From an optimization exercise on the open Yosys and OpenROAD flow, aimed at small area and a short achievable clock period; shortcuts taken in it are not production practice.
Where RTL was checked, it was by simulation tests only, not by an equivalence proof against the original.
For runs 2 to 4, only the layout was checked, not whether the RTL still works.
Power figures rest on the tool's default switching activity, not on a simulated workload.

[flow/design.v]
`default_nettype none
package rob_pkg;
    typedef logic [3-1:0] rob_id_t;
    typedef logic [16-1:0] rob_data_t;
    typedef struct packed {
        logic      completed;
        rob_data_t data;
    } rob_entry_t;
    typedef struct packed {
        rob_id_t   id;
        rob_data_t data;
    } rob_commit_t;
endpackage
`default_nettype wire
`timescale 1ns/10ps
`default_nettype none
module rob_memory (
    input  wire logic                                 clk_i,
    input  wire logic                                 rst_ni,
    input  wire logic [4-1:0]             wr_valid_i,
    input  wire logic [4*3-1:0]   wr_id_i,
    input  wire logic [4*16-1:0] wr_data_i,
    input  rob_pkg::rob_id_t                          head_id_i,
    input  wire logic                                 clear_i,
    output logic                                      head_done_o,
    output rob_pkg::rob_data_t                        head_data_o
);
    logic [8-1:0] completed_q;
    rob_pkg::rob_data_t    data_q [8];
    for (genvar e = 0; e < 8; e++) begin : gen_entry
        logic [4-1:0] wr_sel;
        logic                     wr_any;
        rob_pkg::rob_data_t       wr_word;
        always_comb begin
            wr_word = '0;
            for (int p = 0; p < 4; p++) begin
                wr_sel[p] = wr_valid_i[p] &
                            (wr_id_i[p*3 +: 3] == rob_pkg::rob_id_t'(e));
                wr_word   = wr_word |
                            ({16{wr_sel[p]}} & wr_data_i[p*16 +: 16]);
            end
        end
        assign wr_any = |wr_sel;
        always_ff @(posedge clk_i) begin
            if (!rst_ni) begin
                completed_q[e] <= 1'b0;
            end else if (wr_any) begin
                completed_q[e] <= 1'b1;
            end else if (clear_i && head_id_i == rob_pkg::rob_id_t'(e)) begin
                completed_q[e] <= 1'b0;
            end
        end
        always_ff @(posedge clk_i) begin
            if (wr_any) begin
                data_q[e] <= wr_word;
            end
        end
    end
    assign head_done_o = completed_q[head_id_i];
    assign head_data_o = data_q[head_id_i];
endmodule
`default_nettype wire
`timescale 1ns/10ps
`default_nettype none
module retire_stage (
    input  wire logic clk_i,
    input  wire logic rst_ni,
    input  wire logic issue_valid_i,
    output logic      issue_ready_o,
    output logic      issue_id_valid_o,
    output rob_pkg::rob_id_t   issue_id_o,
    input  wire logic issue_id_ready_i,
    input  wire logic [4-1:0]             retire_valid_i,
    input  wire logic [4*3-1:0]   retire_id_i,
    input  wire logic [4*16-1:0] retire_data_i,
    output logic      commit_valid_o,
    output rob_pkg::rob_id_t   commit_id_o,
    output rob_pkg::rob_data_t commit_data_o,
    input  wire logic commit_ready_i
);
    rob_pkg::rob_id_t   last_id_q;    
    rob_pkg::rob_id_t   prev_head_q;  
    rob_pkg::rob_id_t   head_id;
    logic               full_q;
    logic               empty_q;
    logic               issue_valid_q;
    logic               issue_in_ready;
    logic               alloc;
    logic               commit_valid_q;
    logic               commit_in_ready;
    logic               head_done;
    logic               head_ready;
    logic               pop;
    rob_pkg::rob_data_t head_data;
    rob_pkg::rob_data_t commit_data_q;
    assign issue_in_ready = ~issue_valid_q | issue_id_ready_i;
    assign issue_ready_o  = ~full_q & issue_in_ready;
    assign alloc          = issue_valid_i & issue_ready_o;
    assign head_id = prev_head_q + 1'b1;
    rob_memory rob_memory0 (
        .clk_i       (clk_i),
        .rst_ni      (rst_ni),
        .wr_valid_i  (retire_valid_i),
        .wr_id_i     (retire_id_i),
        .wr_data_i   (retire_data_i),
        .head_id_i   (head_id),
        .clear_i     (pop),
        .head_done_o (head_done),
        .head_data_o (head_data)
    );
    assign head_ready      = ~empty_q & head_done;
    assign commit_in_ready = ~commit_valid_q | commit_ready_i;
    assign pop             = head_ready & commit_in_ready;
    always_ff @(posedge clk_i) begin
        if (!rst_ni) begin
            last_id_q      <= '1;
            prev_head_q    <= '1;
            full_q         <= 1'b0;
            empty_q        <= 1'b1;
            issue_valid_q  <= 1'b0;
            commit_valid_q <= 1'b0;
        end else begin
            if (alloc) begin
                last_id_q <= last_id_q + 1'b1;
            end
            if (pop) begin
                prev_head_q <= head_id;
            end
            if (alloc && !pop) begin
                empty_q <= 1'b0;
                full_q  <= (rob_pkg::rob_id_t'(last_id_q + 1'b1) == prev_head_q);
            end else if (pop && !alloc) begin
                full_q  <= 1'b0;
                empty_q <= (head_id == last_id_q);
            end
            if (issue_in_ready) begin
                issue_valid_q <= alloc;
            end
            if (commit_in_ready) begin
                commit_valid_q <= head_ready;
            end
        end
    end
    always_ff @(posedge clk_i) begin
        if (commit_in_ready) begin
            commit_data_q <= head_data;
        end
    end
    assign issue_id_valid_o = issue_valid_q;
    assign issue_id_o       = last_id_q;
    assign commit_valid_o   = commit_valid_q;
    assign commit_id_o      = prev_head_q;
    assign commit_data_o    = commit_data_q;
endmodule
`default_nettype wire
[flow/run.sh]
#!/bin/bash
# synth_recipe.tcl (not shown) runs the flow's synth.tcl, then flattens the netlist and writes it again
# the make line also repeats each setting of config.mk as NAME=value (left out here)
make -C /OpenROAD-flow-scripts/flow DESIGN_CONFIG=/design/flow/config.mk WORK_HOME=/design/flow/orfs CLKGATE_MAP_FILE= SYNTH_SCRIPT=/design/flow/synth_recipe.tcl finish
[flow/config.mk]
export PLATFORM = sky130hd
export DESIGN_NAME = retire_stage
export DESIGN_NICKNAME = retire_stage
export VERILOG_FILES = /design/flow/design.v
export SDC_FILE = /design/flow/constraint.sdc
export NUM_CORES = 4
export LEC_CHECK = 0
export CAP_MARGIN = 20
export CORE_MARGIN = 2
export CORE_UTILIZATION = 40
export PLACE_DENSITY = 0.6
export SLEW_MARGIN = 20
[flow/constraint.sdc]
create_clock -name core_clock -period 4.5 [get_ports {clk_i}]
set_input_delay 0.9000 -clock core_clock [delete_from_list [all_inputs] [get_ports {clk_i}]]
set_output_delay 0.9000 -clock core_clock [all_outputs]
set_load 0.01 [all_outputs]
==> results of run 1 <==
==> synthesized netlist by cell type, types with 4 or more instances <==
master,number,share of area
a22oi_1,278,0.23
nand2_1,159,0.065
edfxtp_1,144,0.47
clkbuf_1,77,0.031
nor2_1,37,0.015
clkbuf_2,18,0.0097
dfxtp_1,18,0.039
o21a_1,17,0.014
buf_1,16,0.0065
a222oi_1,15,0.016
nand2b_1,14,0.0095
mux2_2,11,0.013
a21oi_1,9,0.0049
a221o_1,9,0.0097
nor3_1,8,0.0043
or4_1,8,0.0065
ha_1,7,0.0095
inv_1,7,0.0028
nand3_1,7,0.0038
xnor2_1,7,0.0066
a22o_1,6,0.0057
o21ai_0,4,0.0022
==> metrics by stage <==
stage,hold WS [ns],instances
floorplan,0.4707,906
global route,0.5501,1256
global placement,0.4996,1224
CTS,0.5144,1256
detailed placement,0.5039,1224
finish,0.5129,1256
==> final cells by class <==
type | instances | area, um2
fillers | 2039 | 11450
well taps | 285 | 356.6
clock inverters | 15 | 196.4
flip-flops and latches | 162 | 4684
multi-input cells | 622 | 4113
inverters | 7 | 26.28
clock buffers | 17 | 425.4
repair buffers | 148 | 1384
==> final timing paths <==
check                           endpoint  slack [ns]  depth (start not counted)
worst max register to register   empty_q        1.45                          9
worst max-delay path             empty_q        1.45                          9
worst min-delay path              full_q        0.51                          2
worst min register to register    full_q        0.51                          2
==> worst max-delay path, cell delays in order, from the launching register on <==
cell	delay [ns]
dfxtp_1	0.59
inv_1	0.12
ha_1	0.40
mux4_2	0.54
mux2i_1	0.37
or2_2	0.20
ha_1	0.25
nor2_1	0.15
nand2_1	0.07
o311ai_0	0.26
==> power by group through the flow <==
stage | clock network [mW] | registers [mW] | logic, mW
after detailed placement | 0 | 2.00 | 1.10
after CTS | 1.58 | 1.97 | 1.10
after global routing | 1.64 | 1.99 | 1.18
after global placement | 0 | 2.00 | 1.09
after floorplan | 0 | 2.02 | 0.579
final | 1.56 | 1.97 | 1.12
==> cell families after synthesis <==
logic type                 count (synthesis)  share of synthesized area
xor gates and xnor gates                  10                    0.01029
DFF                                      162                     0.5069
and+or+nand+nor                          245                     0.1143
AOI/OAI and AO/OA                        345                     0.2851
muxes                                     15                    0.02044
adders and majority gates                  7                   0.009477
buffers and inverters                    122                    0.05348
==> state kept, by name, indices dropped and copies added, names as in the netlist <==
| name | flops |
|---|---|
| empty_q | 1 |
| full_q | 1 |
| prev_head_q | 3 |
| rob_memory0.data_q | 128 |
| issue_valid_q | 1 |
| commit_data_q | 16 |
| commit_valid_q | 1 |
| last_id_q | 3 |
| rob_memory0.completed_q | 8 |
==> per-layer routing <==
metal,part of all wire,GRT usage
met5,0,0
met4,0.051,0.1538
met3,0.12,0.06389
met2,0.45,0.4336
met1,0.38,0.3924
==> out/summary.txt, run 1 <==
Setup Skew = 0.01174 ns
Share of layout cells above drive strength 1 = 0.1020
Outcome = finished clean
Max-slew violation count = 0
PwrDens = 415.7 nW/um2
Worst-path clk slew = 0.07 ns
Die ar. = 24340 um2
RSZ-0062 raised after global routing = false
Total GRT Usage = 0.2894
Post-DP HPWL = 22880 um
EDFF count, synth = 144
Crit path max fanout = 10
CP Capture Type = flip-flop
Final #Nets = 1050
Fin util = 0.4941
Most frequent cells in the layout = a22oi_1, nand2_1, edfxtp_1
Post-CTS setup buffers = 0
Drc violations = 0
Via/cell ratio = 6.834
WL per Instance = 28.08 um
Vias in the first global route = 8192
Die X = 156 um
CTS root buf = clkbuf_16
Max cap viols = 0
Final period demand of the worst path = 3.046 ns
H-tree levels = 4
Crit start category = flip-flop
Seq pwr share = 0.424
Yosys cell types = 47
Initial core utilization = 0.4082
Max clock buf depth = 2
Antenna viol nets, final = 0
Crit path from = prev_head_q[0]
Fin area = 11190 um2
Initial DRC Count = 1539
First-pass GRT wire length = 51750 um
PortBufs = 109
Cell count after synthesis = 906
Later-pin clock latency in the skew report = 0.43 ns
Final setup margin = 1.454 ns
Mapped Area = 9241 um2
Avg Inst Size Synth = 10.20 um2
Hold-fix buffers, CTS = 0
Largest net degree at the start of global routing = 23
# diodes = 0
GP Congestion = 0.9232
Main synth FF type = edfxtp_1
Hold Crit Class = reg2reg
CTS tree = done
Row cnt = 55
Vias = 8583
Post-synthesis sequential area ratio = 0.5069
Layout area overhead = 21.04%
Total CTS buffers = 17
Die height = 156 um
Sw power = 1.388 mW
Reg-to-reg startpoint = prev_head_q[0]
PostCTS Resize Cnt = 0
Power Total = 4.650 mW
DRT Wirelength = 35260 um
Clk pwr share = 0.335
Pint = 3.263 mW
Post-DP Area = 10560 um2
Antenna violations before repair = 0
P_leak = 4.026 nW
Switching share of power = 0.2984
Post-synth net total = 998
Yosys warns = 3
Setup TNS Final = 0 ns
Setup CP Type = reg2reg
Total grt overflow = 0
HP Start = full_q
Relative slew slack = 0.1974
Worst VDD drop = 0.2283 mV
Register bit total from synthesis = 162
Final setup violation count = 0
Dpl ws = 0.8644 ns
Worst-Margin Slew = 1.204 ns
Crit share post-route = 0.6769
Ys async rst share = 0
Core box area = 22640 um2
Commonest non-fill, non-tap cell in the layout = a22oi_1
# clock sinks = 162
Hold Fails Final Rpt = 0
Fmax = 328.3 MHz
I/O Pins = 110
Worst EP arrival = 3.38 ns
CP Data Required Time = 4.83 ns
Pre-antenna DRT Iters = 7
Combinational group share of total power = 0.241
==> run 2: changes to the inputs <==
--- a/flow/design.v
+++ b/flow/design.v
@@ -20,25 +20,20 @@
     input  wire logic [4-1:0]             wr_valid_i,
     input  wire logic [4*3-1:0]   wr_id_i,
     input  wire logic [4*16-1:0] wr_data_i,
-    input  rob_pkg::rob_id_t                          head_id_i,
+    input  wire logic [8-1:0]                head_sel_i,
     input  wire logic                                 clear_i,
     output logic                                      head_done_o,
-    output rob_pkg::rob_data_t                        head_data_o
+    output logic [8*16-1:0]         data_o
 );
     logic [8-1:0] completed_q;
-    rob_pkg::rob_data_t    data_q [8];
     for (genvar e = 0; e < 8; e++) begin : gen_entry
         logic [4-1:0] wr_sel;
         logic                     wr_any;
-        rob_pkg::rob_data_t       wr_word;
-        always_comb begin
-            wr_word = '0;
-            for (int p = 0; p < 4; p++) begin
-                wr_sel[p] = wr_valid_i[p] &
-                            (wr_id_i[p*3 +: 3] == rob_pkg::rob_id_t'(e));
-                wr_word   = wr_word |
-                            ({16{wr_sel[p]}} & wr_data_i[p*16 +: 16]);
-            end
+        rob_pkg::rob_data_t       data_q;
+        rob_pkg::rob_data_t       data_d;
+        for (genvar p = 0; p < 4; p++) begin : gen_port
+            assign wr_sel[p] = wr_valid_i[p] &
+                               (wr_id_i[p*3 +: 3] == rob_pkg::rob_id_t'(e));
         end
         assign wr_any = |wr_sel;
         always_ff @(posedge clk_i) begin
@@ -46,18 +41,39 @@
                 completed_q[e] <= 1'b0;
             end else if (wr_any) begin
                 completed_q[e] <= 1'b1;
-            end else if (clear_i && head_id_i == rob_pkg::rob_id_t'(e)) begin
+            end else if (clear_i && head_sel_i[e]) begin
                 completed_q[e] <= 1'b0;
             end
         end
+        rob_select #(.N(4)) wr_mux (
+            .sel_i  (wr_sel),
+            .hold_i (~wr_any),
+            .data_i (wr_data_i),
+            .q_i    (data_q),
+            .d_o    (data_d)
+        );
         always_ff @(posedge clk_i) begin
-            if (wr_any) begin
-                data_q[e] <= wr_word;
-            end
+            data_q <= data_d;
+        end
+        assign data_o[e*16 +: 16] = data_q;
+    end
+    assign head_done_o = |(completed_q & head_sel_i);
+endmodule
+module rob_select #(
+    parameter int N = 4
+) (
+    input  wire logic [N-1:0]            sel_i,
+    input  wire logic                    hold_i,
+    input  wire logic [N*16-1:0] data_i,
+    input  rob_pkg::rob_data_t           q_i,
+    output rob_pkg::rob_data_t           d_o
+);
+    always_comb begin
+        d_o = {16{hold_i}} & q_i;
+        for (int i = 0; i < N; i++) begin
+            d_o = d_o | ({16{sel_i[i]}} & data_i[i*16 +: 16]);
         end
     end
-    assign head_done_o = completed_q[head_id_i];
-    assign head_data_o = data_q[head_id_i];
 endmodule
 `default_nettype wire
 `timescale 1ns/10ps
@@ -91,22 +107,28 @@
     logic               head_done;
     logic               head_ready;
     logic               pop;
-    rob_pkg::rob_data_t head_data;
+    logic [8-1:0] head_sel;
+    logic [8-1:0] load_sel;
+    logic [8*16-1:0] mem_data;
+    rob_pkg::rob_data_t commit_data_d;
     rob_pkg::rob_data_t commit_data_q;
     assign issue_in_ready = ~issue_valid_q | issue_id_ready_i;
     assign issue_ready_o  = ~full_q & issue_in_ready;
     assign alloc          = issue_valid_i & issue_ready_o;
     assign head_id = prev_head_q + 1'b1;
+    for (genvar e = 0; e < 8; e++) begin : gen_head
+        assign head_sel[e] = (head_id == rob_pkg::rob_id_t'(e));
+    end
     rob_memory rob_memory0 (
         .clk_i       (clk_i),
         .rst_ni      (rst_ni),
         .wr_valid_i  (retire_valid_i),
         .wr_id_i     (retire_id_i),
         .wr_data_i   (retire_data_i),
-        .head_id_i   (head_id),
+        .head_sel_i  (head_sel),
         .clear_i     (pop),
         .head_done_o (head_done),
-        .head_data_o (head_data)
+        .data_o      (mem_data)
     );
     assign head_ready      = ~empty_q & head_done;
     assign commit_in_ready = ~commit_valid_q | commit_ready_i;
@@ -141,10 +163,16 @@
             end
         end
     end
+    assign load_sel = head_sel & {8{commit_in_ready}};
+    rob_select #(.N(8)) commit_mux (
+        .sel_i  (load_sel),
+        .hold_i (~commit_in_ready),
+        .data_i (mem_data),
+        .q_i    (commit_data_q),
+        .d_o    (commit_data_d)
+    );
     always_ff @(posedge clk_i) begin
-        if (commit_in_ready) begin
-            commit_data_q <= head_data;
-        end
+        commit_data_q <= commit_data_d;
     end
     assign issue_id_valid_o = issue_valid_q;
     assign issue_id_o       = last_id_q;
--- a/flow/config.mk
+++ b/flow/config.mk
@@ -10,3 +10,4 @@
 export CORE_UTILIZATION = 40
 export PLACE_DENSITY = 0.6
 export SLEW_MARGIN = 20
+export SYNTH_HIERARCHICAL = 1
==> out/summary.txt, run 2 <==
Worst-case reg-to-reg path depth = 11 (+2)
Yosys top cell by area = dfxtp_1
CP Capture Type = output port
Die height = 148.5 um (-4.8%)
Outcome = finished clean
Yosys warns = 10 (+7)
Setup CP Type = in2out
Worst VDD drop = 0.2322 mV (+1.7%)
Largest net degree at the start of global routing = 22 (-4.3%)
Final period demand of the worst path = 3.056 ns (+0.01010 ns)
Setup Skew = 0.008458 ns (-0.003280 ns)
Avg Inst Size Synth = 9.907 um2 (-2.9%)
P_leak = 3.960 nW (-1.6%)
WHS Endpoint = rob_memory0.completed_q[3]
Top reg by flops = rob_memory0.gen_entry.data_q
# clock sinks = 162 (unchanged)
Antenna viol nets, final = 0 (unchanged)
CTS tree = done
HP Start = rob_memory0.completed_q[3]
Worst-path clk slew = 0.07 ns (about the same)
Total GRT Usage = 0.3140 (+0.02455)
CP Data Required Time = 3.60 ns (-1.23 ns)
Worst-Margin Slew = 1.134 ns (-0.07019 ns)
Die X = 148.5 um (-4.8%)
Max clock buf depth = 2 (unchanged)
Total grt overflow = 0 (unchanged)
Crit start category = primary input
Later-pin clock latency in the skew report = 0.44 ns (about the same)
Total CTS buffers = 17 (unchanged)
Crit path max fanout = 5 (-5)
Largest cells by area after synthesis = dfxtp_1, a222oi_1, a22oi_1
Fillers = 1924 (-5.6%)
Share of layout cells above drive strength 1 = 0.1136 (+0.01163)
EDFF count, synth = 0 (-100%)
Commonest non-fill, non-tap cell in the layout = dfxtp_1
GP Congestion = 0.9069 (-1.8%)
Worst EP arrival = 2.16 ns (-1.22 ns)
Core box area = 20360 um2 (-10%)
Post-synthesis sequential area ratio = 0.3883 (-0.1186)
Pre-antenna DRT Iters = 11 (+4)
Max cap viols = 0 (unchanged)
Hold Crit Class = reg2reg
Antenna violations before repair = 0 (unchanged)
Drc violations = 0 (unchanged)
Most frequent cells in the layout = dfxtp_1, a22oi_1, nand2_1
# diodes = 0 (unchanged)
PwrDens = 461.6 nW/um2 (+11%)
Max FFs per register = 128 (unchanged)
Reg-to-reg startpoint = prev_head_q[0]
WL per Instance = 28.99 um (+3.3%)
First-pass GRT wire length = 52260 um (+0.99%)
Final setup violation count = 0 (unchanged)
PortBufs = 109 (unchanged)
Max-slew violation count = 0 (unchanged)
H-tree levels = 4 (unchanged)
Vias in the first global route = 8373 (+2.2%)
Vias = 8688 (+1.2%)
Min Hold Slack = 0.4635 ns (-0.04941 ns)
DRT Wirelength = 35140 um (-0.36%)
Row cnt = 52 (-5.5%)
Post-DP HPWL = 20820 um (-9.0%)
Cells on Worst Hold Path = 2 (unchanged)
R2R setup slack = 1.62 ns (+0.17 ns)
RSZ-0062 raised after global routing = false
Initial core utilization = 0.4101 (+0.001934)
Post-synth net total = 935 (-6.3%)
Fmax = 327.2 MHz (-0.33%)
Yosys cell types = 47 (unchanged)
Layout area overhead = 22.02%
Biggest regs = rob_memory0.gen_entry.data_q: 128 flops, commit_data_q: 16 flops, rob_memory0.completed_q: 8 flops
I/O Pins = 110 (unchanged)
Post-CTS setup buffers = 0 (unchanged)
Crit share post-route = 0.6792 (+0.002244)
RR Endpoint = empty_q
Hold-fix buffers, CTS = 0 (unchanged)
Relative slew slack = 0.2442 (+0.04680)
Final #Nets = 1021 (-2.8%)
Mapped Area = 8352 um2 (-9.6%)
Count leader, synth = dfxtp_1
Ys async rst share = 0 (unchanged)
Cell count after synthesis = 843 (-7.0%)
Register bit total from synthesis = 162 (unchanged)
Setup TNS Final = 0 ns (unchanged)
Die ar. = 22050 um2 (-9.4%)
Via/cell ratio = 7.168 (+4.9%)
Initial DRC Count = 2370 (+54%)
Main synth FF type = dfxtp_1
Synth cell count leaders = dfxtp_1, a22oi_1, nand2_1
CTS root buf = clkbuf_16
Area share of the largest cell type after synthesis = 0.3883 (-0.07960)
PostCTS Resize Cnt = 0 (unchanged)
Hold Fails Final Rpt = 0 (unchanged)
==> run 2: through the flow <==
stage | worst slack (ns) | instance area (um2) | util | total power [mW] | cells
floorplan | 2.126 | 8352 | - | 2.594 | 843
global placement | 1.081 | 9544 | 0.4687 | 3.117 | 1179
detailed placement | 1.268 | 9555 | 0.4692 | 3.119 | 1180
CTS | 1.442 | 10190 | 0.5004 | 4.695 | 1212
global route | 1.379 | 10190 | 0.5004 | 4.882 | 1212
finish | 1.444 | 10190 | 0.5004 | 4.704 | 1212
==> run 2: Yosys stat by module, one instance, submodules excluded, a selection <==
module / cells / flip-flops and latches / area [um2] / times used
retire_stage: 100 / 26 / 1035 / 1
rob_memory: 210 / 136 / 3413 / 1
==> run 2: layer usage <==
metal  global-route usage  up-vias  wire [um]
met2               0.4780      677      15500
met1               0.4350     4164      13850
li1                     -     3758          -
met5                    0        -          0
met3              0.06902       89       4663
met4               0.1210        0       1121
==> run 2: area by class of cell <==
type,count,area (um2),share of cell area
Clock buffer,20,456.7,0.04481
Multi-Input combinational cell,599,4617,0.4530
Clock inverter,12,178.9,0.01756
Inverter,10,37.54,0.003683
Tap cell,270,337.8,0.03315
Timing Repair Buffer,139,1320,0.1295
Sequential cell,162,3243,0.3182
==> run 2: cell families after synthesis <==
group / after synthesis / share of synthesized area
fa+ha+maj: 7 / 0.01049
simple gates: 241 / 0.1636
compound gates: 344 / 0.3655
buf+inv: 82 / 0.06382
flops: 162 / 0.3883
xor+xnor: 7 / 0.008240
==> run 2: critical path: stages <==
cell and delay [ns]:
clkdlybuf4s50_1 0.42, nor2b_1 0.29, nor2_1 0.07, clkdlybuf4s50_1 0.48
==> run 2: power by group <==
group | internal [mW] | switching (mW) | total [mW]
registers | 1.77 | 0.210 | 1.98
logic | 0.558 | 0.576 | 1.13
clock network | 0.961 | 0.625 | 1.59
==> run 2: how the worst max path moves through the flow <==
stage,startpoint,endpoint,slack (ns),cells past startpoint
detailed placement,retire_id_i[2],rob_memory0.gen_entry[4].data_q[14],1.27,6
CTS,issue_id_ready_i,issue_ready_o,1.44,4
global placement,retire_id_i[7],rob_memory0.gen_entry[0].data_q[7],1.08,6
finish,issue_id_ready_i,issue_ready_o,1.44,4
global route,issue_id_ready_i,issue_ready_o,1.38,4
floorplan,prev_head_q[0],empty_q,2.13,12
==> run 3: changes to the inputs <==
--- a/flow/design.v
+++ b/flow/design.v
@@ -10,6 +10,14 @@
         rob_id_t   id;
         rob_data_t data;
     } rob_commit_t;
+    function automatic rob_id_t id_next(input rob_id_t id);
+        logic carry;
+        carry = 1'b1;
+        for (int i = 0; i < 3; i++) begin
+            id_next[i] = id[i] ^ carry;
+            carry      = carry & id[i];
+        end
+    endfunction
 endpackage
 `default_nettype wire
 `timescale 1ns/10ps
@@ -26,14 +34,21 @@
     output logic [8*16-1:0]         data_o
 );
     logic [8-1:0] completed_q;
+    logic [8-1:0] port_sel [4];
+    for (genvar p = 0; p < 4; p++) begin : gen_dec
+        rob_decode dec (
+            .valid_i (wr_valid_i[p]),
+            .id_i    (wr_id_i[p*3 +: 3]),
+            .sel_o   (port_sel[p])
+        );
+    end
     for (genvar e = 0; e < 8; e++) begin : gen_entry
         logic [4-1:0] wr_sel;
         logic                     wr_any;
         rob_pkg::rob_data_t       data_q;
         rob_pkg::rob_data_t       data_d;
         for (genvar p = 0; p < 4; p++) begin : gen_port
-            assign wr_sel[p] = wr_valid_i[p] &
-                               (wr_id_i[p*3 +: 3] == rob_pkg::rob_id_t'(e));
+            assign wr_sel[p] = port_sel[p][e];
         end
         assign wr_any = |wr_sel;
         always_ff @(posedge clk_i) begin
@@ -68,11 +83,49 @@
     input  rob_pkg::rob_data_t           q_i,
     output rob_pkg::rob_data_t           d_o
 );
+    localparam int T = N + 1;
+    localparam int G = (T + 2) / 3;
+    logic [T-1:0]             sel;
+    logic [T*16-1:0] data;
+    rob_pkg::rob_data_t       grp_n [G];
+    assign sel  = {sel_i, hold_i};
+    assign data = {data_i, q_i};
+    for (genvar g = 0; g < G; g++) begin : gen_grp
+        localparam int K = (3*g + 3 <= T) ? 3 : T - 3*g;
+        rob_aoi #(.K(K)) aoi (
+            .sel_i  (sel[3*g +: K]),
+            .data_i (data[3*g*16 +: K*16]),
+            .y_no   (grp_n[g])
+        );
+    end
     always_comb begin
-        d_o = {16{hold_i}} & q_i;
-        for (int i = 0; i < N; i++) begin
-            d_o = d_o | ({16{sel_i[i]}} & data_i[i*16 +: 16]);
-        end
+        d_o = '0;
+        for (int g = 0; g < G; g++) begin
+            d_o = d_o | ~grp_n[g];
+        end
+    end
+endmodule
+module rob_aoi #(
+    parameter int K = 3
+) (
+    input  wire logic [K-1:0]             sel_i,
+    input  wire logic [K*16-1:0] data_i,
+    output rob_pkg::rob_data_t            y_no
+);
+    always_comb begin
+        y_no = '1;
+        for (int i = 0; i < K; i++) begin
+            y_no = y_no & ~({16{sel_i[i]}} & data_i[i*16 +: 16]);
+        end
+    end
+endmodule
+module rob_decode (
+    input  wire logic              valid_i,
+    input  rob_pkg::rob_id_t       id_i,
+    output logic [8-1:0]  sel_o
+);
+    for (genvar e = 0; e < 8; e++) begin : gen_sel
+        assign sel_o[e] = valid_i & (id_i == rob_pkg::rob_id_t'(e));
     end
 endmodule
 `default_nettype wire
@@ -97,6 +150,7 @@
     rob_pkg::rob_id_t   last_id_q;    
     rob_pkg::rob_id_t   prev_head_q;  
     rob_pkg::rob_id_t   head_id;
+    rob_pkg::rob_id_t   last_id_inc;
     logic               full_q;
     logic               empty_q;
     logic               issue_valid_q;
@@ -115,7 +169,8 @@
     assign issue_in_ready = ~issue_valid_q | issue_id_ready_i;
     assign issue_ready_o  = ~full_q & issue_in_ready;
     assign alloc          = issue_valid_i & issue_ready_o;
-    assign head_id = prev_head_q + 1'b1;
+    assign head_id     = rob_pkg::id_next(prev_head_q);
+    assign last_id_inc = rob_pkg::id_next(last_id_q);
     for (genvar e = 0; e < 8; e++) begin : gen_head
         assign head_sel[e] = (head_id == rob_pkg::rob_id_t'(e));
     end
@@ -143,14 +198,14 @@
             commit_valid_q <= 1'b0;
         end else begin
             if (alloc) begin
-                last_id_q <= last_id_q + 1'b1;
+                last_id_q <= last_id_inc;
             end
             if (pop) begin
                 prev_head_q <= head_id;
             end
             if (alloc && !pop) begin
                 empty_q <= 1'b0;
-                full_q  <= (rob_pkg::rob_id_t'(last_id_q + 1'b1) == prev_head_q);
+                full_q  <= (last_id_inc == prev_head_q);
             end else if (pop && !alloc) begin
                 full_q  <= 1'b0;
                 empty_q <= (head_id == last_id_q);
==> flow/flow/run.sh (new file) <==
#!/bin/bash
# Layout flow: the standard flow (standard.sh) with two changes
#  - logic is mapped by ABC with an area-oriented script (flow/abc_area.script);
#    flip-flops are mapped before ABC, so the registers are the standard ones
#  - the port buffers are plain buf_1 cells
# Each tool's output goes to the log files ORFS writes under orfs/logs, and
# the whole run's output to flow_run.log here.
set -euo pipefail
here=$(pwd)
{
  printf 'proc abc {args} {\n'
  printf '  set i [lsearch $args -script]\n'
  printf '  if {$i >= 0} { lset args [expr {$i + 1}] %s }\n' "$here/flow/abc_area.script"
  printf '  yosys abc {*}$args\n'
  printf '}\n'
  cat "$here/synth_recipe.tcl"
} > "$here/own_synth.tcl"
sed "s|SYNTH_SCRIPT=[^ ]*|SYNTH_SCRIPT=$here/own_synth.tcl|" standard.sh > own_standard.sh
grep -q "SYNTH_SCRIPT=$here/own_synth.tcl" own_standard.sh
export BUFFER_PORTS_ARGS="-buffer_cell sky130_fd_sc_hd__buf_1"
bash own_standard.sh finish > flow_run.log 2>&1
==> flow/flow/abc_area.script (new file) <==
&get -n
&st
&dch
&nf -a
&put
==> flow/standard.sh (new file) <==
#!/bin/bash
# synth_recipe.tcl (not shown) runs the flow's synth.tcl, then flattens the netlist and writes it again
# the make line also repeats each setting of config.mk as NAME=value (left out here)
make -C /OpenROAD-flow-scripts/flow DESIGN_CONFIG=/design/flow/config.mk WORK_HOME=/design/flow/orfs CLKGATE_MAP_FILE= SYNTH_SCRIPT=/design/flow/synth_recipe.tcl "${@:-finish}"
--- a/flow/config.mk
+++ b/flow/config.mk
@@ -8,6 +8,8 @@
 export CAP_MARGIN = 20
 export CORE_MARGIN = 2
 export CORE_UTILIZATION = 40
+export CTS_BUF_LIST = sky130_fd_sc_hd__clkbuf_2 sky130_fd_sc_hd__clkbuf_4 sky130_fd_sc_hd__clkbuf_8
 export PLACE_DENSITY = 0.6
+export SETUP_SLACK_MARGIN = 2.2
 export SLEW_MARGIN = 20
 export SYNTH_HIERARCHICAL = 1
removed: flow/run.sh
==> out/summary.txt, run 3 <==
Final period demand of the worst path = 2.300 ns (-0.7559 ns)
Total grt overflow = 0 (unchanged)
# clock sinks = 162 (unchanged)
Power Total = 4.165 mW (-11%)
Crit share post-route = 0.5112 (-0.1680)
Max clock buf depth = 2 (unchanged)
PwrDens = 428.5 nW/um2 (-7.2%)
Final #Nets = 1023 (+0.20%)
Worst-path clk slew = 0.08 ns (about the same)
Final setup violation count = 0 (unchanged)
Yosys warns = 15 (+5)
Via/cell ratio = 7.533 (+5.1%)
Total CTS buffers = 17 (unchanged)
Crit start category = primary input
Ys async rst share = 0 (unchanged)
Synth cell count leaders = a222oi_1, dfxtp_1, a22oi_1
CTS root buf = clkbuf_8
Main synth FF type = dfxtp_1
Max-slew violation count = 0 (unchanged)
Pre-antenna DRT Iters = 14 (+3)
Share of layout cells above drive strength 1 = 0.1811 (+0.06756)
Hold Crit Class = reg2reg
Critical path's largest stage delay = 0.56 ns (+0.08 ns)
Setup Skew = 0.01219 ns (+0.003730 ns)
Later-pin clock latency in the skew report = 0.46 ns (+0.02 ns)
CP max stage cell = nor4_4
DRT Wirelength = 34940 um (-0.56%)
RSZ-0062 raised after global routing = false
I/O Pins = 110 (unchanged)
Largest net degree at the start of global routing = 21 (-4.5%)
Count leader, synth = a222oi_1
Fillers = 1681 (-13%)
Area share of the largest cell type after synthesis = 0.4301 (+0.04182)
Largest cells by area after synthesis = dfxtp_1, a222oi_1, a22oi_1
H-tree levels = 4 (unchanged)
Drc violations = 0 (unchanged)
WL per Instance = 29.66 um (+2.3%)
Post-DP HPWL = 21050 um (+1.1%)
Most frequent cells in the layout = a222oi_1, dfxtp_1, nand2_1, a22oi_1, buf_1
Cell count after synthesis = 736 (-13%)
CP Capture Type = flip-flop
Yosys top cell by area = dfxtp_1
Avg Inst Size Synth = 10.24 um2 (+3.4%)
Fmax = 434.7 MHz (+33%)
Vias = 8874 (+2.1%)
CP top delay family = simple AND/OR/NAND/NOR gates
Initial core utilization = 0.4058 (-0.004322)
P_leak = 3.790 nW (-4.3%)
Core box area = 18580 um2 (-8.8%)
Cell breakdown of the critical path = clkbuf_2, and4_1, buf_4, nor4_4, buf_4, a222oi_1, nand2_1
Layout area overhead = 28.92%
Relative slew slack = 0.4951 (+0.2509)
Critical path buffers and inverters = 3 (+1)
Vias in the first global route = 8356 (-0.20%)
Max FFs per register = 128 (unchanged)
Register bit total from synthesis = 162 (unchanged)
Crit path max fanout = 17 (+12)
Setup CP Type = in2reg
First-pass GRT wire length = 50250 um (-3.9%)
Post-synth net total = 828 (-11%)
Hold-fix buffers, CTS = 0 (unchanged)
Top cell by count, worst path = buf_4
PortBufs = 109 (unchanged)
Row cnt = 50 (-3.8%)
HP Start = rob_memory0.gen_entry[1].data_q[9]
CP Data Required Time = 4.90 ns (+1.30 ns)
Initial DRC Count = 2305 (-2.7%)
Yosys cell types = 31 (-34%)
Top reg by flops = rob_memory0.gen_entry.data_q
Worst-Margin Slew = 0.7517 ns (-0.3820 ns)
Commonest non-fill, non-tap cell in the layout = a222oi_1
Worst EP arrival = 2.70 ns (+0.54 ns)
Mapped Area = 7540 um2 (-9.7%)
Max cap viols = 0 (unchanged)
Die ar. = 19960 um2 (-9.5%)
Reg-to-reg startpoint = prev_head_q[0]
Setup TNS Final = 0 ns (unchanged)
Post-synthesis sequential area ratio = 0.4301 (+0.04182)
Crit path from = retire_id_i[2]
CTS tree = done
Worst VDD drop = 0.1868 mV (-20%)
Hold Fails Final Rpt = 0 (unchanged)
Die height = 141.3 um (-4.9%)
GP Congestion = 0.9074 (about the same)
Biggest regs = rob_memory0.gen_entry.data_q: 128 flops, commit_data_q: 16 flops, rob_memory0.completed_q: 8 flops
Total GRT Usage = 0.3342 (+0.02021)
Fin util = 0.5232 (+0.02273)
# diodes = 0 (unchanged)
Antenna viol nets, final = 0 (unchanged)
Outcome = finished clean
Die X = 141.3 um (-4.9%)
Antenna violations before repair = 0 (unchanged)
EDFF count, synth = 0 (unchanged)
## run 3: cell types whose count changed after synthesis, moves of 9 or more
cell	change
a222oi_1	+32
and4bb_2	-11
nor4bb_1	+12
clkbuf_2	-16
a22o_1	-10
a221oi_2	-9
buf_6	-21
inv_1	-10
nand2_1	-15
a22oi_1	-16
buf_2	-29
## run 3: where the power goes
| group | total, mW | internal (mW) | switching [mW] |
|---|---|---|---|
| Combinational | 1.09 | 0.489 | 0.598 |
| Clock | 1.11 | 0.562 | 0.548 |
| Sequential | 1.97 | 1.77 | 0.195 |
| Total | 4.17 | 2.82 | 1.34 |
## run 3: layout make-up
class / instances / area [um2] / area share
multi-input combinational: 568 / 4805 / 0.4943
sequential: 162 / 3252 / 0.3345
timing repair buffer: 175 / 938.4 / 0.09654
clock buffer: 24 / 305.3 / 0.03141
tap: 234 / 292.8 / 0.03012
clock inverter: 8 / 101.3 / 0.01043
inverter: 7 / 26.28 / 0.002703
## run 3: final timing paths
path | end | slack (ns) | cells after the start
max reg2reg | full_q | 2.34 | 12
max | rob_memory0.gen_entry[7].data_q[15] | 2.20 | 7
min reg2reg | commit_data_q[9] | 0.49 | 2
min | commit_data_q[9] | 0.49 | 2
## run 3: stage by stage
step	std cells	instance area, um2	hold slack (ns)	setup slack, ns
6_report	1178	9721	0.4912	2.200
5_1_grt	1178	9721	0.5107	2.203
4_1_cts	1166	9563	0.4782	2.172
3_5_place_dp	1119	8947	0.4669	1.124
3_3_place_gp	1119	8947	0.4607	1.222
2_1_floorplan	736	7938	0.4374	2.205
## run 3: per-module statistics from Yosys, one instance, submodules excluded, a selection
module	times used	flip-flops and latches	cell area, um2	cells inside
rob_decode	4	0	77.57	8
rob_memory	1	136	2949	165
retire_stage	1	26	997.2	91
## run 3: worst register-to-register path, stage by stage, from the launching register on
cell and delay (ns):
dfxtp_4 0.39, ha_4 0.20, xor2_4 0.17, and2_4 0.18
a22oi_1 0.19, nand4_1 0.13, nand2b_1 0.16, nor2_4 0.06
inv_2 0.06, ha_4 0.20, nor2b_1 0.11, nand4_1 0.10
a21boi_1 0.15
## run 3: cells by family after synthesis
logic type | Yosys count | synth area share
and+or+nand+nor | 211 | 0.1432
DFF | 162 | 0.4301
adders and majority gates | 7 | 0.01162
buffers and inverters | 7 | 0.003486
AOI/OAI and AO/OA | 341 | 0.4004
xor gates and xnor gates | 8 | 0.01112
## run 3: routing by layer
| metal | up-vias | global-route usage | wire length, um |
|---|---|---|---|
| li1 | 3743 | - | - |
| met1 | 4285 | 0.4444 | 13490 |
| met4 | 0 | 0.1642 | 1366 |
| met3 | 115 | 0.08471 | 4469 |
| met2 | 731 | 0.5069 | 15610 |
| met5 | - | 0 | 0 |
## run 3: repair_timing
action,CTS,global route
cloned,0,1
gates resized for setup,38,24
setup buffers,15,11
setup endpoints to repair,108,113
pin swaps,8,9
==> run 4: changes to the inputs <==
--- a/flow/design.v
+++ b/flow/design.v
@@ -62,7 +62,7 @@
         end
         rob_select #(.N(4)) wr_mux (
             .sel_i  (wr_sel),
-            .hold_i (~wr_any),
+            .hold_i (completed_q[e]),
             .data_i (wr_data_i),
             .q_i    (data_q),
             .d_o    (data_d)
--- a/flow/config.mk
+++ b/flow/config.mk
@@ -6,6 +6,8 @@
 export NUM_CORES = 4
 export LEC_CHECK = 0
 export CAP_MARGIN = 20
+export CELL_PAD_IN_SITES_DETAIL_PLACEMENT = 1
+export CELL_PAD_IN_SITES_GLOBAL_PLACEMENT = 1
 export CORE_MARGIN = 2
 export CORE_UTILIZATION = 40
 export CTS_BUF_LIST = sky130_fd_sc_hd__clkbuf_2 sky130_fd_sc_hd__clkbuf_4 sky130_fd_sc_hd__clkbuf_8
==> out/summary.txt, run 4 <==
Wire length on met3 = 4831 um (+8.1%)
Antenna violations before repair = 0 (unchanged)
Hold-fix buffers, CTS = 0 (unchanged)
Area share of the largest cell type after synthesis = 0.4307 (+0.0005718)
Row cnt = 50 (unchanged)
Setup TNS Final = 0 ns (unchanged)
Crit path max fanout = 10 (-7)
Setup Skew = 0.01291 ns (+0.0007221 ns)
Vias = 9015 (+1.6%)
CP max stage cell = nor4bb_4
Main synth FF type = dfxtp_1
Initial core utilization = 0.4053 (-0.0005387)
Area occupied by multi-input gates = 4647 um2 (-3.3%)
CP Capture Type = flip-flop
Drc violations = 0 (unchanged)
Yosys cell types = 30 (-3.2%)
Final #Nets = 1011 (-1.2%)
Worst-Margin Slew = 1.104 ns (+0.3525 ns)
PwrDens = 373.5 nW/um2 (-13%)
CP top delay family = simple AND/OR/NAND/NOR gates
Fin area = 9450 um2 (-2.8%)
Hold Crit Class = reg2reg
Layout area overhead = 25.51%
Later-pin clock latency in the skew report = 0.48 ns (+0.02 ns)
Post-synthesis sequential area ratio = 0.4307 (+0.0005718)
Worst VDD drop = 0.1696 mV (-9.2%)
GP Congestion = 0.8451 (-6.9%)
Core box area = 18580 um2 (unchanged)
Ys async rst share = 0 (unchanged)
Share of layout cells above drive strength 1 = 0.1513 (-0.02986)
Total GRT Usage = 0.3712 (+0.03702)
Met2 Wirelength = 17120 um (+9.6%)
Die X = 141.2 um (about the same)
Total grt overflow = 0 (unchanged)
Post-synth net total = 828 (unchanged)
Mapped Area = 7530 um2 (-0.13%)
Top Metal Used = met4
Initial DRC Count = 1953 (-15%)
Yosys top cell by area = dfxtp_1
Max-slew violation count = 0 (unchanged)
Fin util = 0.5086 (-0.01455)
Critical path's largest stage delay = 0.93 ns (+0.37 ns)
Total CTS buffers = 17 (unchanged)
First-pass GRT wire length = 55270 um (+10%)
Critical path buffers and inverters = 2 (-1)
Largest cells by area after synthesis = dfxtp_1, a222oi_1, a22oi_1
Worst-path clk slew = 0.10 ns (+0.02 ns)
I/O Pins = 110 (unchanged)
Pre-antenna DRT Iters = 11 (-3)
CP Data Required Time = 4.92 ns (+0.02 ns)
Synth cell count leaders = a222oi_1, dfxtp_1, a22oi_1
WL per Instance = 32.70 um (+10%)
H-tree levels = 4 (unchanged)
Largest net degree at the start of global routing = 19 (-9.5%)
DRT met1 WL = 14550 um (+7.9%)
Top reg by flops = rob_memory0.gen_entry.data_q
Max clock buf depth = 2 (unchanged)
Max cap viols = 0 (unchanged)
Die ar. = 19940 um2 (-0.13%)
Post-DP HPWL = 22420 um (+6.5%)
Crit share post-route = 0.5265 (+0.01528)
Relative slew slack = 0.2605 (-0.2346)
EDFF count, synth = 0 (unchanged)
Final period demand of the worst path = 2.369 ns (+0.06877 ns)
Yosys warns = 15 (unchanged)
CTS tree = done
Avg Inst Size Synth = 10.23 um2 (-0.13%)
Crit start category = primary input
# diodes = 0 (unchanged)
Cell breakdown of the critical path = buf_1, nor4bb_4, buf_4, a222oi_1, nand2_1
Register bit total from synthesis = 162 (unchanged)
P_leak = 3.811 nW (+0.56%)
Cell count after synthesis = 736 (unchanged)
DRT Wirelength = 38130 um (+9.1%)
CTS root buf = clkbuf_8
PortBufs = 109 (unchanged)
Post-DP Area = 8797 um2 (-1.7%)
Fillers = 2127 (+27%)
Count leader, synth = a222oi_1
Die height = 141.2 um (about the same)
Final setup violation count = 0 (unchanged)
Antenna viol nets, final = 0 (unchanged)
Commonest non-fill, non-tap cell in the layout = a222oi_1
Max FFs per register = 128 (unchanged)
Via/cell ratio = 7.732 (+2.6%)
Outcome = finished clean
Register area = 3254 um2 (about the same)
Hold Fails Final Rpt = 0 (unchanged)
Fmax = 422.1 MHz (-2.9%)
Vias in the first global route = 8839 (+5.8%)
# clock sinks = 162 (unchanged)
RSZ-0062 raised after global routing = true
Setup CP Type = in2reg
Worst EP arrival = 2.79 ns (+0.09 ns)
Most frequent cells in the layout = a222oi_1, dfxtp_1, a22oi_1
Biggest regs = rob_memory0.gen_entry.data_q: 128 flops, commit_data_q: 16 flops, rob_memory0.completed_q: 8 flops
## run 4: Yosys stat by module, one instance, submodules excluded, a selection
module	times used	cell area (um2)	flip-flops and latches	cells
rob_memory	1	2939	136	165
rob_decode	4	77.57	0	8
retire_stage	1	997.2	26	91
## run 4: kinds of logic after synthesis
logic type | share of synthesized area
compound gates | 0.3983
xor+xnor | 0.01113
buf+inv | 0.003490
fa+ha+maj | 0.01163
simple gates | 0.1447
flops | 0.4307
## run 4: final timing paths
kind / start / endpoint / slack (ns) / cells after the start
worst max-delay path: retire_id_i[3] / rob_memory0.gen_entry[1].data_q[2] / 2.13 / 5
worst min-delay path: rob_memory0.gen_entry[1].data_q[12] / commit_data_q[12] / 0.49 / 2
worst max register to register: prev_head_q[0] / commit_data_q[10] / 2.31 / 7
worst min register to register: rob_memory0.gen_entry[1].data_q[12] / commit_data_q[12] / 0.49 / 2
## run 4: final cells by class
| type | count | area share |
|---|---|---|
| Inverter | 7 | 0.002780 |
| Timing Repair Buffer | 163 | 0.08712 |
| Tap cell | 234 | 0.03098 |
| Clock buffer | 17 | 0.02476 |
| Clock inverter | 15 | 0.01827 |
| Multi-Input combinational cell | 568 | 0.4917 |
| Sequential cell | 162 | 0.3444 |
## run 4: per-layer routing
metal  vias up  GRT usage
li1       3724          -
met1      4453     0.4863
met2       703     0.5751
met3       135    0.08662
met4         0     0.1847
met5         -          0
## run 4: timing repair
action,CTS,global route
pin swaps,3,6
endpoints found under the setup margin,25,11
setup buffers,14,2
resized for setup,27,20
cloned,1,0
## run 4: report_power, final
| group | total (mW) | internal [mW] | switching [mW] |
|---|---|---|---|
| Sequential | 1.68 | 1.58 | 0.108 |
| Combinational | 0.724 | 0.261 | 0.463 |
| Clock | 1.12 | 0.507 | 0.615 |
## run 4: worst reg2reg max path, delay by kind of cell, from the launching register on
kind                     cells  cell delay, ns
XOR/XNOR                     1            0.21
AO/OA/AOI/OAI                1            0.27
adder cells (fa/ha/maj)      1            0.20
AND/OR/NAND/NOR              3            0.97
flip-flops                   1            0.38
buffers and inverters        1            0.10
## run 4: metrics by stage
step	power (mW)	std cells	setup slack (ns)	hold slack [ns]
floorplan	1.993	736	2.208	0.4374
finish	3.530	1166	2.131	0.4888
global placement	2.334	1117	1.480	0.4593
detailed placement	2.361	1117	1.426	0.4677
CTS	3.503	1164	2.184	0.4919
global route	3.651	1166	2.159	0.5262
==> run 5: changes to the inputs <==
--- a/flow/design.v
+++ b/flow/design.v
@@ -151,7 +151,10 @@
     rob_pkg::rob_id_t   prev_head_q;  
     rob_pkg::rob_id_t   head_id;
     rob_pkg::rob_id_t   last_id_inc;
-    logic               full_q;
+    logic               full_d;
+    logic               not_full_q;    
+    logic               issue_free_q;  
+    logic               issue_valid_d;
     logic               empty_q;
     logic               issue_valid_q;
     logic               issue_in_ready;
@@ -167,7 +170,7 @@
     rob_pkg::rob_data_t commit_data_d;
     rob_pkg::rob_data_t commit_data_q;
     assign issue_in_ready = ~issue_valid_q | issue_id_ready_i;
-    assign issue_ready_o  = ~full_q & issue_in_ready;
+    assign issue_ready_o  = issue_free_q | (not_full_q & issue_id_ready_i);
     assign alloc          = issue_valid_i & issue_ready_o;
     assign head_id     = rob_pkg::id_next(prev_head_q);
     assign last_id_inc = rob_pkg::id_next(last_id_q);
@@ -188,11 +191,21 @@
     assign head_ready      = ~empty_q & head_done;
     assign commit_in_ready = ~commit_valid_q | commit_ready_i;
     assign pop             = head_ready & commit_in_ready;
+    always_comb begin
+        full_d = ~not_full_q;
+        if (alloc && !pop) begin
+            full_d = (last_id_inc == prev_head_q);
+        end else if (pop && !alloc) begin
+            full_d = 1'b0;
+        end
+    end
+    assign issue_valid_d = issue_in_ready ? alloc : issue_valid_q;
     always_ff @(posedge clk_i) begin
         if (!rst_ni) begin
             last_id_q      <= '1;
             prev_head_q    <= '1;
-            full_q         <= 1'b0;
+            not_full_q     <= 1'b1;
+            issue_free_q   <= 1'b1;
             empty_q        <= 1'b1;
             issue_valid_q  <= 1'b0;
             commit_valid_q <= 1'b0;
@@ -205,14 +218,12 @@
             end
             if (alloc && !pop) begin
                 empty_q <= 1'b0;
-                full_q  <= (last_id_inc == prev_head_q);
             end else if (pop && !alloc) begin
-                full_q  <= 1'b0;
                 empty_q <= (head_id == last_id_q);
             end
-            if (issue_in_ready) begin
-                issue_valid_q <= alloc;
-            end
+            not_full_q    <= ~full_d;
+            issue_free_q  <= ~full_d & ~issue_valid_d;
+            issue_valid_q <= issue_valid_d;
             if (commit_in_ready) begin
                 commit_valid_q <= head_ready;
             end
==> flow/config.mk (replaced) <==
export PLATFORM = sky130hd
export DESIGN_NAME = retire_stage
export DESIGN_NICKNAME = retire_stage
export VERILOG_FILES = /design/flow/design.v
export SDC_FILE = /design/flow/constraint.sdc
export NUM_CORES = 4
export LEC_CHECK = 0
export CAP_MARGIN = 20
export CORE_MARGIN = 2
export CORE_UTILIZATION = 40
export CTS_BUF_LIST = sky130_fd_sc_hd__clkbuf_2 sky130_fd_sc_hd__clkbuf_4 sky130_fd_sc_hd__clkbuf_8
export PLACE_DENSITY = 0.6
export SETUP_SLACK_MARGIN = 2.3
export SLEW_MARGIN = 20
export SYNTH_HIERARCHICAL = 1
==> out/summary.txt, run 5 <==
Commonest non-fill, non-tap cell in the layout = a222oi_1
Crit share post-route = 0.4983 (-0.02816)
First-pass GRT wire length = 50980 um (-7.8%)
PortBufs = 109 (unchanged)
Worst EP arrival = 2.62 ns (-0.17 ns)
Yosys top cell by area = dfxtp_1
Area occupied by multi-input gates = 4690 um2 (+0.92%)
CP Capture Type = flip-flop
Register area = 3274 um2 (+0.62%)
Pre-antenna DRT Iters = 14 (+3)
Clk pwr share = 0.335 (+0.017)
Cell count after synthesis = 741 (+0.68%)
Setup Skew = 0.01199 ns (-0.0009170 ns)
Top reg by flops = rob_memory0.gen_entry.data_q
Crit start category = primary input
Core box area = 18640 um2 (+0.34%)
Share of layout cells above drive strength 1 = 0.1585 (+0.007171)
Worst-path clk slew = 0.09 ns (about the same)
Fin area = 9569 um2 (+1.3%)
WL per Instance = 29.61 um (-9.4%)
Setup TNS Final = 0 ns (unchanged)
H-tree levels = 4 (unchanged)
Worst-case reg-to-reg path depth = 9 (+2)
Compound-Gate Fraction of Synth Area = 0.3969 (-0.001446)
Later-pin clock latency in the skew report = 0.48 ns (about the same)
P_leak = 3.858 nW (+1.2%)
EDFF count, synth = 0 (unchanged)
Yosys warns = 15 (unchanged)
GP Congestion = 0.8884 (+5.1%)
CTS root buf = clkbuf_8
Row cnt = 50 (unchanged)
Via/cell ratio = 7.670 (-0.80%)
Switching share of power = 0.3114 (-0.02469)
Mux cell area share after synthesis = 0 (unchanged)
CTS tree = done
Reg-to-reg startpoint = prev_head_q[0]
Total grt overflow = 0 (unchanged)
Min Hold Slack = 0.4837 ns (-0.005059 ns)
Drc violations = 0 (unchanged)
Post-DP HPWL = 20720 um (-7.6%)
Seq pwr share = 0.467 (-0.010)
Register bit total from synthesis = 163 (+0.62%)
Largest net degree at the start of global routing = 20 (+1)
RSZ-0062 raised after global routing = true
I/O Pins = 110 (unchanged)
WHS Endpoint = empty_q
Die height = 141.6 um (+0.26%)
Total GRT Usage = 0.3336 (-0.03764)
Final setup margin = 2.258 ns (+0.1267 ns)
Relative slew slack = 0.3694 (+0.1088)
Hold Crit Class = reg2reg
CP Data Required Time = 4.88 ns (-0.04 ns)
Fmax = 445.9 MHz (+5.7%)
Vias in the first global route = 8693 (-1.7%)
Synth Area in Adders = 0.01322 (+0.001591)
DRT Wirelength = 34590 um (-9.3%)
Largest family of logic cells by synthesized area = compound AO/OA/AOI/OAI gates
Setup CP Type = in2reg
Post-DP Area = 8837 um2 (+0.46%)
Fin util = 0.5133 (+0.004669)
HP Start = empty_q
Sw power = 1.133 mW (-4.5%)
Synth cell count leaders = a222oi_1, dfxtp_1, a22oi_1
Antenna viol nets, final = 0 (unchanged)
Area share of the largest cell type after synthesis = 0.4311 (about the same)
Hold-fix buffers, CTS = 0 (unchanged)
Fillers = 1741 (-18%)
# clock sinks = 163 (+0.62%)
Pint = 2.507 mW (+7.0%)
Die ar. = 20040 um2 (+0.52%)
Worst VDD drop = 0.1926 mV (+14%)
Max FFs per register = 128 (unchanged)
Biggest regs = rob_memory0.gen_entry.data_q: 128 flops, commit_data_q: 16 flops, rob_memory0.completed_q: 8 flops
Vias = 8958 (-0.63%)
Main synth FF type = dfxtp_1
Post-synthesis sequential area ratio = 0.4311 (about the same)
# diodes = 0 (unchanged)
Avg Inst Size Synth = 10.22 um2 (-0.15%)
Most frequent cells in the layout = a222oi_1, dfxtp_1, a22oi_1
Combinational group share of total power = 0.198 (-0.007)
R2R setup slack = 2.33 ns (+0.02 ns)
Worst-Margin Slew = 0.9460 ns (-0.1582 ns)
Final setup violation count = 0 (unchanged)
Max cap viols = 0 (unchanged)
Final period demand of the worst path = 2.242 ns (-0.1267 ns)
Total CTS buffers = 17 (unchanged)
Yosys cell types = 31 (+3.3%)
Largest cells by area after synthesis = dfxtp_1, a222oi_1, a22oi_1
Count leader, synth = a222oi_1
Mapped Area = 7570 um2 (+0.53%)
Layout area overhead = 26.41%
Hold Fails Final Rpt = 0 (unchanged)
Initial core utilization = 0.4060 (+0.0007877)
Max clock buf depth = 2 (unchanged)
Simple-Gate Fraction of Synth Area = 0.1436 (-0.001096)
Post-Synth XOR/XNOR Area = 0.01124 (+0.0001064)
RR Endpoint = empty_q
Cells on Worst Hold Path = 2 (unchanged)
Initial DRC Count = 2000 (+2.4%)
# placed instances = 1120 (+0.27%)
Layout Cells excl Fill = 1168 (+0.17%)
Crit path max fanout = 17 (+7)
Dpl ws = 1.630 ns (+0.2043 ns)
Post-synth net total = 834 (+0.72%)
PwrDens = 380.4 nW/um2 (+1.8%)
Power Total = 3.640 mW (+3.1%)
Outcome = finished clean
Ys async rst share = 0 (unchanged)
Antenna violations before repair = 0 (unchanged)
Die X = 141.6 um (+0.26%)
Final #Nets = 1014 (+0.30%)
Max-slew violation count = 0 (unchanged)
run 5: worst max-delay path by stage:
stage	cells after the start	from	to
finish	4	retire_id_i[8]	rob_memory0.completed_q[3]
CTS	4	issue_id_ready_i	issue_ready_o
floorplan	3	retire_id_i[4]	rob_memory0.completed_q[1]
detailed placement	5	retire_id_i[2]	rob_memory0.completed_q[3]
global placement	5	retire_id_i[2]	rob_memory0.completed_q[3]
global route	9	prev_head_q[0]	empty_q
run 5: logic make-up after synthesis:
family	count (synthesis)
DFF	163
adders and majority gates	8
AOI/OAI and AO/OA	343
xor gates and xnor gates	8
and+or+nand+nor	211
buffers and inverters	8
run 5: power by group through the flow:
| stage | Clock (mW) | Sequential, mW | Combinational (mW) |
|---|---|---|---|
| detailed placement | 0 | 1.73 | 0.634 |
| finish | 1.22 | 1.70 | 0.723 |
| global placement | 0 | 1.72 | 0.622 |
| floorplan | 0 | 1.72 | 0.300 |
| global route | 1.28 | 1.71 | 0.763 |
| CTS | 1.22 | 1.69 | 0.673 |
run 5: routing by layer:
layer | track usage | vias up | part of all wire | wire length (um)
met5 | 0 | - | 0 | 0
met4 | 0.1642 | 0 | 0.047 | 1619
met2 | 0.5291 | 719 | 0.46 | 15840
met1 | 0.4170 | 4372 | 0.36 | 12580
li1 | - | 3740 | - | -
met3 | 0.09585 | 127 | 0.13 | 4545
run 5: layout make-up:
type	instances	area share
Multi-Input combinational cell	570	0.4901
Sequential cell	163	0.3422
Timing Repair Buffer	161	0.08708
Tap cell	234	0.03060
Clock buffer	20	0.02811
Clock inverter	12	0.01870
Inverter	8	0.003269
run 5: worst max-delay path, cell delays in order:
cell     delay (ns)
buf_1          0.40
and4b_1        0.57
or4_1          0.54
o21a_1         0.19
run 5: repair_timing:
item / in CTS / in global routing
buffers inserted: 10 / 6
pin swaps: 2 / 12
resized for setup: 37 / 22
endpoints found under the setup margin: 28 / 15
run 5: modules after synthesis (local to each module, per instance), excerpt:
| module | cells | flip-flops and latches |
|---|---|---|
| rob_memory | 165 | 136 |
| rob_decode | 8 | 0 |
| retire_stage | 96 | 27 |
==> run 6: changes to the inputs <==
--- a/flow/design.v
+++ b/flow/design.v
@@ -124,9 +124,29 @@
     input  rob_pkg::rob_id_t       id_i,
     output logic [8-1:0]  sel_o
 );
+    logic [3:0] lo;
+    logic [1:0] hi;
+    rob_predecode predec (
+        .valid_i (valid_i),
+        .id_i    (id_i),
+        .lo_o    (lo),
+        .hi_o    (hi)
+    );
     for (genvar e = 0; e < 8; e++) begin : gen_sel
-        assign sel_o[e] = valid_i & (id_i == rob_pkg::rob_id_t'(e));
-    end
+        assign sel_o[e] = hi[e / 4] & lo[e % 4];
+    end
+endmodule
+module rob_predecode (
+    input  wire logic              valid_i,
+    input  rob_pkg::rob_id_t       id_i,
+    output logic [3:0]             lo_o,
+    output logic [1:0]             hi_o
+);
+    for (genvar k = 0; k < 4; k++) begin : gen_lo
+        assign lo_o[k] = (id_i[1:0] == 2'(k));
+    end
+    assign hi_o[0] = valid_i & ~id_i[2];
+    assign hi_o[1] = valid_i &  id_i[2];
 endmodule
 `default_nettype wire
 `timescale 1ns/10ps
--- a/flow/config.mk
+++ b/flow/config.mk
@@ -7,9 +7,9 @@
 export LEC_CHECK = 0
 export CAP_MARGIN = 20
 export CORE_MARGIN = 2
-export CORE_UTILIZATION = 40
+export CORE_UTILIZATION = 30
 export CTS_BUF_LIST = sky130_fd_sc_hd__clkbuf_2 sky130_fd_sc_hd__clkbuf_4 sky130_fd_sc_hd__clkbuf_8
-export PLACE_DENSITY = 0.6
+export PLACE_DENSITY = 0.45
 export SETUP_SLACK_MARGIN = 2.3
 export SLEW_MARGIN = 20
 export SYNTH_HIERARCHICAL = 1
==> out/summary.txt, run 6 <==
Antenna violations before repair = 0 (unchanged)
Via/cell ratio = 6.662 (-13%)
EDFF count, synth = 0 (unchanged)
Hold-fix buffers, CTS = 0 (unchanged)
Setup Skew = 0.02210 ns (+0.01011 ns)
Row cnt = 58 (+16%)
Final period demand of the worst path = 2.236 ns (-0.006810 ns)
Top cell by count, worst path = buf_6
Post-DP HPWL = 22670 um (+9.4%)
PortBufs = 109 (unchanged)
Final setup margin = 2.264 ns (+0.006810 ns)
Max cap viols = 0 (unchanged)
Setup CP Type = in2out
Yosys cell types = 27 (-13%)
Max-slew violation count = 0 (unchanged)
# placed instances = 1245 (+11%)
P_leak = 3.709 nW (-3.9%)
Vias = 8587 (-4.1%)
Final #Nets = 1039 (+2.5%)
Setup TNS Final = 0 ns (unchanged)
Commonest non-fill, non-tap cell in the layout = a222oi_1
Later-pin clock latency in the skew report = 0.48 ns (about the same)
Layout area overhead = 24.65%
Max FFs per register = 128 (unchanged)
Area occupied by multi-input gates = 4486 um2 (-4.3%)
Mapped Area = 7600 um2 (+0.40%)
PwrDens = 380.6 nW/um2 (about the same)
Vias in the first global route = 8222 (-5.4%)
GP Congestion = 0.8480 (-4.5%)
Fillers = 2586 (+49%)
Register bit total from synthesis = 163 (unchanged)
Register area = 3274 um2 (unchanged)
Hold Fails Final Rpt = 0 (unchanged)
Sw power = 1.162 mW (+2.5%)
Pre-antenna DRT Iters = 13 (-1)
RSZ-0062 raised after global routing = true
Synth cell count leaders = a222oi_1, dfxtp_1, a22oi_1
Antenna viol nets, final = 0 (unchanged)
Total grt overflow = 0 (unchanged)
# diodes = 0 (unchanged)
Crit share post-route = 0.4968 (-0.001513)
CP Data Required Time = 3.60 ns (-1.28 ns)
CP max stage cell = a21oi_4
Crit path max fanout = 3 (-14)
Yosys top cell by area = dfxtp_1
Worst-Margin Slew = 1.204 ns (+0.2578 ns)
Largest cells by area after synthesis = dfxtp_1, a222oi_1, a22oi_1
Dpl ws = 1.718 ns (+0.08780 ns)
Worst-path clk slew = 0.10 ns (about the same)
Worst VDD drop = 0.1826 mV (-5.2%)
DRT Wirelength = 38140 um (+10%)
CP Capture Type = output port
Post-synth net total = 858 (+2.9%)
Final setup violation count = 0 (unchanged)
Ys async rst share = 0 (unchanged)
Share of layout cells above drive strength 1 = 0.1293 (-0.02916)
Hold Crit Class = reg2reg
First-pass GRT wire length = 55520 um (+8.9%)
Pint = 2.443 mW (-2.5%)
Seq pwr share = 0.472 (+0.005)
Total CTS buffers = 17 (unchanged)
Crit start category = primary input
Yosys warns = 15 (unchanged)
Total GRT Usage = 0.2846 (-0.04897)
# clock sinks = 163 (unchanged)
Clk pwr share = 0.332 (-0.003)
Max clock buf depth = 2 (unchanged)
CTS tree = done
Most frequent cells in the layout = a222oi_1, dfxtp_1, nand2_1, a22oi_1, buf_1
Worst EP arrival = 1.34 ns (-1.28 ns)
Cell breakdown of the critical path = buf_6, a21oi_4, clkinv_2, buf_6
H-tree levels = 4 (unchanged)
I/O Pins = 110 (unchanged)
Cell count after synthesis = 765 (+3.2%)
Outcome = finished clean
Critical path's largest stage delay = 0.13 ns (-0.44 ns)
Top reg by flops = rob_memory0.gen_entry.data_q
Fin util = 0.3784 (-0.1349)
Die X = 163.2 um (+15%)
Count leader, synth = a222oi_1
Combinational group share of total power = 0.197 (about the same)
WL per Instance = 29.58 um (-0.10%)
Area share of the largest cell type after synthesis = 0.4294 (-0.001703)
Fmax = 447.3 MHz (+0.30%)
Switching share of power = 0.3223 (+0.01088)
Die height = 163.2 um (+15%)
Post-synthesis sequential area ratio = 0.4294 (-0.001703)
Initial core utilization = 0.3035 (-0.1025)
Largest net degree at the start of global routing = 24 (+20%)
Drc violations = 0 (unchanged)
Initial DRC Count = 1871 (-6.5%)
Biggest regs = rob_memory0.gen_entry.data_q: 128 flops, commit_data_q: 16 flops, rob_memory0.completed_q: 8 flops
Core box area = 25040 um2 (+34%)
CTS root buf = clkbuf_8
Die ar. = 26620 um2 (+33%)
Layout Cells excl Fill = 1289 (+10%)
Avg Inst Size Synth = 9.934 um2 (-2.8%)
Main synth FF type = dfxtp_1
Relative slew slack = 0.1975 (-0.1719)
==> run 6: cell types whose count changed after synthesis <==
cell	delta
and2_0	+40
and4b_1	-12
nor2b_1	+12
nor4bb_1	-12
and4_1	-4
nor2_1	+4
nor4b_1	-4
==> run 6: modules after synthesis (local to each module, per instance), a selection <==
module	area, um2	cells inside	flops+latches	times used
rob_memory	2939	165	136	1
retire_stage	1037	96	27	1
rob_decode	50.05	8	0	4
rob_predecode	35.03	6	0	4
==> run 6: worst paths after layout <==
path | from | to | slack, ns | cells after the start
min | rob_memory0.gen_entry[1].data_q[11] | commit_data_q[11] | 0.48 | 2
max reg2reg | prev_head_q[0] | issue_free_q | 2.33 | 11
max | issue_id_ready_i | issue_ready_o | 2.26 | 4
min reg2reg | rob_memory0.gen_entry[1].data_q[11] | commit_data_q[11] | 0.48 | 2
==> run 6: metal layers <==
metal  global-route usage  vias up  part of all wire
met4              0.07039        0             0.023
met5                    0        -                 0
met1               0.4071     4183              0.42
met3              0.06069       70              0.12
li1                     -     3740                 -
met2               0.4348      594              0.44
==> run 6: power groups by stage <==
stage / registers, mW / clock network (mW) / logic, mW
floorplan: 1.72 / 0 / 0.299
global placement: 1.73 / 0 / 0.634
detailed placement: 1.73 / 0 / 0.636
CTS: 1.70 / 1.21 / 0.667
global route: 1.72 / 1.28 / 0.759
finish: 1.70 / 1.20 / 0.709
==> run 6: cells by family after synthesis <==
kind of cell | after synthesis | synth area share
simple gates | 235 | 0.1470
xor+xnor | 8 | 0.01120
compound gates | 343 | 0.3953
buf+inv | 8 | 0.003951
fa+ha+maj | 8 | 0.01317
flops | 163 | 0.4294
==> run 6: layout make-up <==
type                    instances  share of cell area
clock buffers                  21             0.02919
clock inverters                11             0.01598
inverters                       8            0.003302
multi-input cells             594              0.4735
flip-flops and latches        163              0.3457
well taps                     330             0.04359
repair buffers                162             0.08876
==> run 6: critical path: cells and delay by family <==
family | cells | cell delay, ns
buffers and inverters | 3 | 0.31
AO/OA/AOI/OAI | 1 | 0.13
==> run 6: timing repair <==
item	4_1_cts	5_1_grt
pin swaps	3	9
setup buffers	4	8
cloned	0	0
setup endpoints to repair	28	18
gates resized for setup	33	22
==> run 6: through the flow <==
| step | area (um2) | hold slack (ns) | power, mW |
|---|---|---|---|
| after global placement | 8785 | 0.4723 | 2.368 |
| after global routing | 9473 | 0.5049 | 3.752 |
| after detailed placement | 8785 | 0.4721 | 2.366 |
| final | 9473 | 0.4831 | 3.605 |
| after floorplan | 7650 | 0.4351 | 2.016 |
| after CTS | 9336 | 0.4890 | 3.576 |

[port drivers added, routing unchanged]
The results above use ideal ports. As a check the final layouts listed here were re-extracted and re-timed, cells and wires unchanged.
Step 1: set_driving_cell puts a clkbuf_16 on clk_i and a buf_2 on each other input, an assumption about the parent block.
Step 2, shift: input delay + t, output delay - t, t = (earliest + latest rising clock arrival at the registers) / 2. This alone moves slack from input paths to output paths.
Three values: no drivers, after step 1, after step 2; two values: the first two.
run	t (ns)	setup slack, ns	worst hold slack (ns)
run 1	0.478	1.454 / 1.454 / 1.109	0.513 / 0.513 / 0.513
run 2	0.479	1.444 / 1.421 / 1.172	0.464 / 0.464 / 0.464
run 3	0.494	2.200 / 2.213 / 1.719	0.491 / 0.491 / 0.491
run 4	0.514	2.131 / 2.149 / 1.634	0.489 / 0.489 / 0.489
run 5	0.512	2.258 / 2.233 / 1.763	0.484 / 0.484 / 0.484
run 6	0.516	2.264 / 2.231 / 1.780	0.483 / 0.483 / 0.483
After both steps setup and hold are still met in every run listed. The setup slack of run 4, which loses most, moves by +0.018 ns with the drivers and by -0.497 ns with both steps.
